This design comes from an exercise in tuning for small area, a short achievable clock period and few clock cycles per item on the open sky130 flow, not from production work.
At most, simulation tests tie the RTL to the original design; equivalence was not proved.
Power is estimated from default activity; no workload was simulated.

// lsu_top
module lsu_top (
  input  logic                          clk,
  input  logic                          rst,
  input  lsu_pkg::beat_t                in_data,
  input  logic                          in_valid,
  output logic                          in_ready,
  output lsu_pkg::beat_t                out_data,
  output logic                          out_valid,
  input  logic                          out_ready,
  input  logic                          start,
  input  logic                          store,
  output logic                          done,
  input  lsu_pkg::cfg_t                 len,
  input  lsu_pkg::cfg_t                 seg_count,
  input  lsu_pkg::cfg_t                 block_factor,
  input  lsu_pkg::cfg_t                 seg_stride,
  input  lsu_pkg::cfg_t                 addr_offset,
  output lsu_pkg::addr_t                ram_addr,
  output lsu_pkg::word_t                ram_d,
  output logic                          ram_we,
  output logic [lsu_pkg::num_banks-1:0] ram_ce,
  input  logic [lsu_pkg::num_banks*lsu_pkg::word_w-1:0] ram_q
);
==> flow/config.mk <==
export PLATFORM = sky130hd
export DESIGN_NAME = lsu_top
export DESIGN_NICKNAME = lsu_top
export VERILOG_FILES = /design/flow/design.v
export SDC_FILE = /design/flow/constraint.sdc
export NUM_CORES = 4
export LEC_CHECK = 0
export ABC_CLOCK_PERIOD_IN_PS = 2000
export CAP_MARGIN = 20
export CORE_AREA = 3 3 497 497
export CTS_CLUSTER_DIAMETER = 80
export CTS_CLUSTER_SIZE = 24
export DIE_AREA = 0 0 500 500
export SETUP_SLACK_MARGIN = 2.6
export SLEW_MARGIN = 20
export TNS_END_PERCENT = 5
==> flow/constraint.sdc <==
create_clock -name core_clock -period 5.0 [get_ports {clk}]
set_input_delay 1.0000 -clock core_clock [delete_from_list [all_inputs] [get_ports {clk}]]
set_output_delay 1.0000 -clock core_clock [all_outputs]
set_load 0.01 [all_outputs]
standard.sh (not shown) runs the stock make flow with config.mk's settings and CLKGATE_MAP_FILE= SYNTH_SCRIPT=/design/flow/synth_recipe.tcl, a recipe that flattens the netlist after the stock synthesis.
==> flow/flow/run.sh <==
#!/bin/bash
# Standard ORFS layout with two changes: ports get the smallest plain buffer
# (buf_1) instead of the delay buffer buffer_ports picks on its own, and the
# pins of each data bit are grouped on the die edge (flow/pins.tcl).
set -euo pipefail
bash standard.sh \
  "BUFFER_PORTS_ARGS=-buffer_cell sky130_fd_sc_hd__buf_1" \
  "PRE_IO_PLACEMENT_TCL=$PWD/flow/pins.tcl" \
  finish > standard_make.log 2>&1
==> flow/flow/pins.tcl <==
# Bit-slice pin groups: for bit b, the four ram_q words, the eight out_data
# words (in shift order), the eight in_data words and ram_d share one stretch
# of the die edge, so each slice's cells can sit together.
for {set b 0} {$b < 64} {incr b} {
  set names {}
  for {set k 0} {$k < 4} {incr k} { lappend names "ram_q\[[expr {64 * $k + $b}]\]" }
  for {set w 7} {$w >= 0} {incr w -1} { lappend names "out_data\[[expr {64 * $w + $b}]\]" }
  for {set w 0} {$w < 8} {incr w} { lappend names "in_data\[[expr {64 * $w + $b}]\]" }
  lappend names "ram_d\[$b\]"
  set_io_pin_constraint -pin_names $names -group -order
}
Testbench counts at the start, summed over its fixed seeds: cycles 73,854, items 9,040.
Edit:
- SETUP_SLACK_MARGIN: 2.6 -> 3.3
Count of clock-buffer cells in the layout is unchanged.
Global-route usage is higher by 0.11 points.
Sequential share of layout area is lower by 1.3 points.
Edit:
- ABC_CLOCK_PERIOD_IN_PS: 2000 -> unset
- PLACE_DENSITY: unset -> 0.75
- SETUP_SLACK_MARGIN: 3.3 -> 3.0
The new run completed with no timing, DRC or antenna violations.
Routed wire length decreases by a few percent.
Design area decreases slightly.
Via count barely changes.
Setup slack loses 0.14 ns.
Final cell count decreases slightly.

========
Another version of the RTL of lsu_top (not shown whole).
For scale: about 2000 cells after synthesis, roughly 810 flip-flops, roughly 1500 I/O pins, about 0.031 mm² of cells after synthesis.
clock: 5.0 ns
lec_check: 0
abc_clock_period_in_ps: 2000
cap_margin: 20
core_area: 3 3 497 497
die_area: 0 0 500 500
setup_slack_margin: 3.0
slew_margin: 20
tns_end_percent: 5
Scripts as last shown in full above: flow/flow/run.sh, flow/flow/pins.tcl
The first run completed with no timing, DRC or antenna violations.
Testbench counts at the start, summed over its fixed seeds: cycles 73,854, items 9,040.
==> next run, changes <==
Settings changed: CTS_CLUSTER_DIAMETER set to 80, CTS_CLUSTER_SIZE set to 24.
Final area fell by about 3.3%.
Via count shrinks by about 1.6%.
First-iteration DRC count decreases by 4.9%.
Sequential cell count stays the same.
Sequential power hardly moves.
Cell count falls by 1.0%.

========
lsu_top, a different RTL version from the one above (not shown whole).
Size in the first run: roughly 2,000 cells after synthesis, about 1,500 I/O pins, about 31,000 µm² of cells after synthesis.
==> flow/config.mk <==
export PLATFORM = sky130hd
export DESIGN_NAME = lsu_top
export DESIGN_NICKNAME = lsu_top
export VERILOG_FILES = /design/flow/design.v
export SDC_FILE = /design/flow/constraint.sdc
export NUM_CORES = 4
export LEC_CHECK = 0
export CAP_MARGIN = 20
export CORE_MARGIN = 2
export CORE_UTILIZATION = 25
export SLEW_MARGIN = 20
==> flow/constraint.sdc <==
create_clock -name core_clock -period 5.0 [get_ports {clk}]
set_input_delay 1.0000 -clock core_clock [delete_from_list [all_inputs] [get_ports {clk}]]
set_output_delay 1.0000 -clock core_clock [all_outputs]
set_load 0.01 [all_outputs]
==> flow/flow/run.sh <==
#!/bin/bash
# Standard ORFS layout with two changes: ports get the smallest plain buffer
# (buf_1) instead of the delay buffer buffer_ports picks on its own, and pins
# may sit on every routing track.
set -euo pipefail
bash standard.sh \
  "BUFFER_PORTS_ARGS=-buffer_cell sky130_fd_sc_hd__buf_1" \
  "PLACE_PINS_ARGS=-min_distance 1 -min_distance_in_tracks" \
  finish > standard_make.log 2>&1
The first run aborted during global routing on GRT-0116.
Testbench counts at the start, summed over its fixed seeds: cycles 73,854, items 9,040.
Next try:
==> flow/run.sh (new file) <==
#!/bin/bash
# synth_recipe.tcl (not shown) runs the flow's synth.tcl, then flattens the netlist and writes it again
# the make line also repeats each setting of config.mk as NAME=value (left out here)
make -C /OpenROAD-flow-scripts/flow DESIGN_CONFIG=/design/flow/config.mk WORK_HOME=/design/flow/orfs CLKGATE_MAP_FILE= SYNTH_SCRIPT=/design/flow/synth_recipe.tcl finish
- CORE_AREA: unset -> 3 3 497 497
- CORE_MARGIN: 2 -> unset
- CORE_UTILIZATION: 25 -> unset
- DIE_AREA: unset -> 0 0 500 500
removed: flow/flow/run.sh
removed: flow/standard.sh
Outcome: The changed run finished clean; synthesized cell count stays the same; area after synthesis is unchanged.
Next try:
- CORE_AREA: 3 3 497 497 -> unset
- CORE_MARGIN: unset -> 2
- CORE_UTILIZATION: unset -> 40
- DIE_AREA: 0 0 500 500 -> unset
What happened: This time the run died in I/O pin placement, error PPL-0024. Synthesized area does not change. Synthesized cell count stays the same.
Next try:
==> flow/flow/run.sh (new file) <==
#!/bin/bash
# Standard ORFS layout, except that ports get the smallest plain buffer
# (buf_1) instead of the delay buffer buffer_ports picks on its own.
set -euo pipefail
bash standard.sh \
  "BUFFER_PORTS_ARGS=-buffer_cell sky130_fd_sc_hd__buf_1" \
  finish > standard_make.log 2>&1
==> flow/standard.sh (new file) <==
#!/bin/bash
# synth_recipe.tcl (not shown) runs the flow's synth.tcl, then flattens the netlist and writes it again
# the make line also repeats each setting of config.mk as NAME=value (left out here)
make -C /OpenROAD-flow-scripts/flow DESIGN_CONFIG=/design/flow/config.mk WORK_HOME=/design/flow/orfs CLKGATE_MAP_FILE= SYNTH_SCRIPT=/design/flow/synth_recipe.tcl "${@:-finish}"
- CORE_AREA: unset -> 3 3 497 497
- CORE_MARGIN: 2 -> unset
- CORE_UTILIZATION: 40 -> unset
- DIE_AREA: unset -> 0 0 500 500
removed: flow/run.sh
What happened:
- This time the run completed without violations
- synthesized area does not change
- synthesized cell count is unchanged

========
The RTL this note starts from:
==> flow/design.v <==
package lsu_pkg;
  localparam int word_w         = 64;
  localparam int beat_w         = 512;
  localparam int words_per_beat = beat_w / word_w;
  localparam int num_banks      = 4;
  localparam int addr_w         = 12;
  localparam int rd_latency     = 4;
  localparam int fifo_depth     = 2;
  localparam int cfg_w          = 16;
  typedef logic [word_w-1:0]            word_t;
  typedef logic [beat_w-1:0]            beat_t;
  typedef logic [addr_w-1:0]            addr_t;
  typedef logic [$clog2(num_banks)-1:0] bank_t;
  typedef logic [cfg_w-1:0]             cfg_t;
  typedef struct packed {
    logic [addr_w-1:0] cur;       
    logic [addr_w-1:0] row;       
    logic [addr_w-1:0] seg;       
    logic [1:0]        bank;      
    logic [cfg_w-1:0]  blk_rem;   
    logic [cfg_w-1:0]  j_rem;     
    logic [cfg_w-1:0]  s_rem;     
    logic              bl;        
    logic              jl;        
    logic              sl;        
  } gen_t;
endpackage
module lsu_addr_gen (
  input  lsu_pkg::gen_t g,
  input  lsu_pkg::cfg_t len,
  input  lsu_pkg::cfg_t block_factor,
  input  lsu_pkg::cfg_t seg_stride,
  output lsu_pkg::gen_t g_step
);
  localparam int AW = lsu_pkg::addr_w;
  localparam int CW = lsu_pkg::cfg_w;
  always_comb begin
    g_step = g;
    if (g.jl) begin
      g_step.seg     = g.seg + seg_stride[AW-1:0];
      g_step.cur     = g_step.seg;
      g_step.row     = g_step.seg;
      g_step.bank    = 2'd0;
      g_step.blk_rem = block_factor;
      g_step.bl      = (block_factor == CW'(1));
      g_step.j_rem   = len;
      g_step.jl      = (len == CW'(1));
      g_step.s_rem   = g.s_rem - 1'b1;
      g_step.sl      = (g.s_rem == CW'(2));
    end else begin
      g_step.j_rem = g.j_rem - 1'b1;
      g_step.jl    = (g.j_rem == CW'(2));
      if (g.bl) begin
        g_step.blk_rem = block_factor;
        g_step.bl      = (block_factor == CW'(1));
        g_step.bank    = g.bank + 1'b1;
        if (g.bank == 2'd3) begin
          g_step.cur = g.cur + 1'b1;
          g_step.row = g.cur + 1'b1;
        end else begin
          g_step.cur = g.row;
        end
      end else begin
        g_step.blk_rem = g.blk_rem - 1'b1;
        g_step.bl      = (g.blk_rem == CW'(2));
        g_step.cur     = g.cur + 1'b1;
      end
    end
  end
endmodule
module lsu_top (
  input  logic                          clk,
  input  logic                          rst,
  input  lsu_pkg::beat_t                in_data,
  input  logic                          in_valid,
  output logic                          in_ready,
  output lsu_pkg::beat_t                out_data,
  output logic                          out_valid,
  input  logic                          out_ready,
  input  logic                          start,
  input  logic                          store,
  output logic                          done,
  input  lsu_pkg::cfg_t                 len,
  input  lsu_pkg::cfg_t                 seg_count,
  input  lsu_pkg::cfg_t                 block_factor,
  input  lsu_pkg::cfg_t                 seg_stride,
  input  lsu_pkg::cfg_t                 addr_offset,
  output lsu_pkg::addr_t                ram_addr,
  output lsu_pkg::word_t                ram_d,
  output logic                          ram_we,
  output logic [lsu_pkg::num_banks-1:0] ram_ce,
  input  logic [lsu_pkg::num_banks*lsu_pkg::word_w-1:0] ram_q
);
  localparam int AW = lsu_pkg::addr_w;
  localparam int CW = lsu_pkg::cfg_w;
  localparam int WW = lsu_pkg::word_w;
  localparam int RL = lsu_pkg::rd_latency;
  lsu_pkg::gen_t g, g_step, g_init, trail, t_step;
  logic [7:0] wib;            
  logic       is_st;          
  logic       st_run;         
  logic       ld_run;         
  logic [2:0] owe;            
  logic       x_last;
  logic       issue, flush, deliver;
  logic       done_next;
  logic [RL:0] rv;            
  logic [RL:0] rlb;           
  logic [RL:0] rlx;           
  logic [1:0]  rbk [RL+1];
  logic        out_last;
  logic [WW-1:0] ret_word;
  assign x_last = g.jl & g.sl;
  assign deliver = out_valid & out_ready;
  assign flush   = out_valid & ~out_ready;
  assign issue   = (st_run & in_valid) | (ld_run & ~flush);
  lsu_addr_gen i_step (
    .g (g), .len (len), .block_factor (block_factor), .seg_stride (seg_stride),
    .g_step (g_step)
  );
  lsu_addr_gen i_trail_step (
    .g (trail), .len (len), .block_factor (block_factor), .seg_stride (seg_stride),
    .g_step (t_step)
  );
  always_comb begin
    g_init.cur     = addr_offset[AW-1:0];
    g_init.row     = addr_offset[AW-1:0];
    g_init.seg     = addr_offset[AW-1:0];
    g_init.bank    = 2'd0;
    g_init.blk_rem = block_factor;
    g_init.bl      = (block_factor == CW'(1));
    g_init.j_rem   = len;
    g_init.jl      = (len == CW'(1));
    g_init.s_rem   = seg_count;
    g_init.sl      = (seg_count == CW'(1));
  end
  always_ff @(posedge clk) begin
    if (start) begin
      g     <= g_init;
      wib   <= 8'd1;
      is_st <= store;
    end else if (flush) begin
      g   <= trail;
      wib <= 8'd1;
    end else if (issue) begin
      g   <= g_step;
      wib <= {wib[6:0], wib[7]};
    end
  end
  always_ff @(posedge clk) begin
    if (start) begin
      trail <= g_init;
    end else if (deliver | (owe != 3'd0)) begin
      trail <= t_step;
    end
  end
  assign done_next = (st_run & in_valid & x_last) | (deliver & out_last);
  always_ff @(posedge clk) begin
    if (rst) begin
      st_run   <= 1'b0;
      ld_run   <= 1'b0;
      owe      <= 3'd0;
      done     <= 1'b0;
      in_ready <= 1'b0;
    end else begin
      if (start) begin
        st_run <= store;
        ld_run <= ~store;
      end else begin
        if (issue & x_last) begin
          st_run <= 1'b0;
          ld_run <= 1'b0;
        end
        if (flush) ld_run <= 1'b1;
      end
      if (start | deliver) owe <= start ? 3'd0 : 3'd7;
      else if (owe != 3'd0) owe <= owe - 1'b1;
      done     <= done_next;
      in_ready <= ~start & st_run & ~(in_valid & x_last) &
                  (in_valid ? wib[6] : wib[7]);
    end
  end
  logic [WW-1:0] d_sel;
  always_comb begin
    d_sel = '0;
    for (int w = 0; w < 8; w++) d_sel |= in_data[w*WW +: WW] & {WW{wib[w]}};
  end
  assign ram_we = is_st;
  always_ff @(posedge clk) begin
    if (rst) begin
      ram_ce <= '0;
      rv     <= '0;
      out_valid <= 1'b0;
    end else begin
      ram_ce <= issue ? (4'b0001 << g.bank) : 4'b0000;
      rv     <= flush ? '0 : {rv[RL-1:0], ld_run};
      out_valid <= rv[RL] & rlb[RL] & ~flush;
    end
  end
  always_ff @(posedge clk) begin
    ram_addr <= g.cur;
    ram_d    <= d_sel;
    rlb      <= {rlb[RL-1:0], wib[7]};
    rlx      <= {rlx[RL-1:0], x_last};
    rbk[0]   <= g.bank;
    for (int i = 1; i <= RL; i++) rbk[i] <= rbk[i-1];
    out_last <= rlx[RL];
  end
  always_comb begin
    ret_word = '0;
    for (int b = 0; b < 4; b++) ret_word |= ram_q[b*WW +: WW] & {WW{rbk[RL] == 2'(b)}};
  end
  always_ff @(posedge clk) begin
    out_data <= {ret_word, out_data[lsu_pkg::beat_w-1:WW]};
  end
endmodule
==> flow/config.mk <==
export PLATFORM = sky130hd
export DESIGN_NAME = lsu_top
export DESIGN_NICKNAME = lsu_top
export VERILOG_FILES = /design/flow/design.v
export SDC_FILE = /design/flow/constraint.sdc
export NUM_CORES = 4
export LEC_CHECK = 0
export CAP_MARGIN = 20
export CORE_AREA = 3 3 497 497
export DIE_AREA = 0 0 500 500
export SETUP_SLACK_MARGIN = 2.5
export SLEW_MARGIN = 20
==> flow/constraint.sdc <==
create_clock -name core_clock -period 5.0 [get_ports {clk}]
set_input_delay 1.0000 -clock core_clock [delete_from_list [all_inputs] [get_ports {clk}]]
set_output_delay 1.0000 -clock core_clock [all_outputs]
set_load 0.01 [all_outputs]
==> flow/flow/run.sh <==
#!/bin/bash
# Standard ORFS layout with two changes: ports get the smallest plain buffer
# (buf_1) instead of the delay buffer buffer_ports picks on its own, and the
# pins of each data bit are grouped on the die edge (flow/pins.tcl).
set -euo pipefail
bash standard.sh \
  "BUFFER_PORTS_ARGS=-buffer_cell sky130_fd_sc_hd__buf_1" \
  "PRE_IO_PLACEMENT_TCL=$PWD/flow/pins.tcl" \
  finish > standard_make.log 2>&1
Scripts as last shown in full above: flow/flow/pins.tcl
The baseline went through all stages and came out clean.
Next try:
Settings changed: SETUP_SLACK_MARGIN 2.5 to 3.0.
- clock power came out higher by 5.0%
- area after synthesis stays the same
- worst hold slack degrades by 38 ps
- final area came out higher by 17%
- global-route usage came out higher by 0.52 points
- sequential share of layout area came out lower by 4.8 points
- synthesized cell count does not change
- maximum frequency came out higher by 0.63%
No run of this note included a check of the RTL's function; only the layout flow was run.

## afterwards: timing with drivers on the ports
How much do the figures lean on ideal ports? The routed layouts below were timed once more, with nothing changed but the port constraints. Step 1 (the two cells are an assumption about what drives the block):
set clk [get_ports {clk}]
set_driving_cell -lib_cell sky130_fd_sc_hd__clkbuf_16 $clk
set_driving_cell -lib_cell sky130_fd_sc_hd__buf_2 [delete_from_list [all_inputs] $clk]
Step 2 times the ports against the registers' clock, not the clock port: input delays grow and output delays shrink by t, the midpoint of the rising clock arrivals with the driver on. Three values: ideal ports, drivers, drivers and shift; two values: the first two.
run	t (ns)	slack for setup (ns)	worst setup path at the end	latest minus earliest clock arrival (ns)	worst register clock-pin slew, ns
the first run of note 1	0.769	2.536 / 2.490 / 1.812	input to register	0.113 / 0.113	0.10 / 0.10
the second run of note 1	0.771	2.675 / 2.581 / 1.810	input to register	0.110 / 0.110	0.10 / 0.10
the third run of note 1	0.769	2.536 / 2.577 / 1.808	input to register	0.062 / 0.062	0.10 / 0.10
the first run of note 2	0.786	2.641 / 2.602 / 1.884	input to register	0.108 / 0.108	0.07 / 0.07
the second run of note 2	0.772	2.652 / 2.609 / 1.900	input to register	0.074 / 0.074	0.10 / 0.10
the second run of note 3	0.808	1.529 / 1.465 / 0.721	input to register	0.103 / 0.103	0.07 / 0.07
the fourth run of note 3	0.789	1.344 / 1.344 / 0.760	input to register	0.067 / 0.067	0.09 / 0.09
the first run of note 4	0.765	2.345 / 2.336 / 1.571	input to register	0.060 / 0.060	0.07 / 0.07
the second run of note 4	0.782	2.361 / 2.328 / 1.545	input to register	0.069 / 0.069	0.06 / 0.06
After both steps setup and hold are still met in every run listed. For the second run of note 1, which loses most, drivers alone change the setup slack by -0.094 ns; drivers and shift together by -0.865 ns.
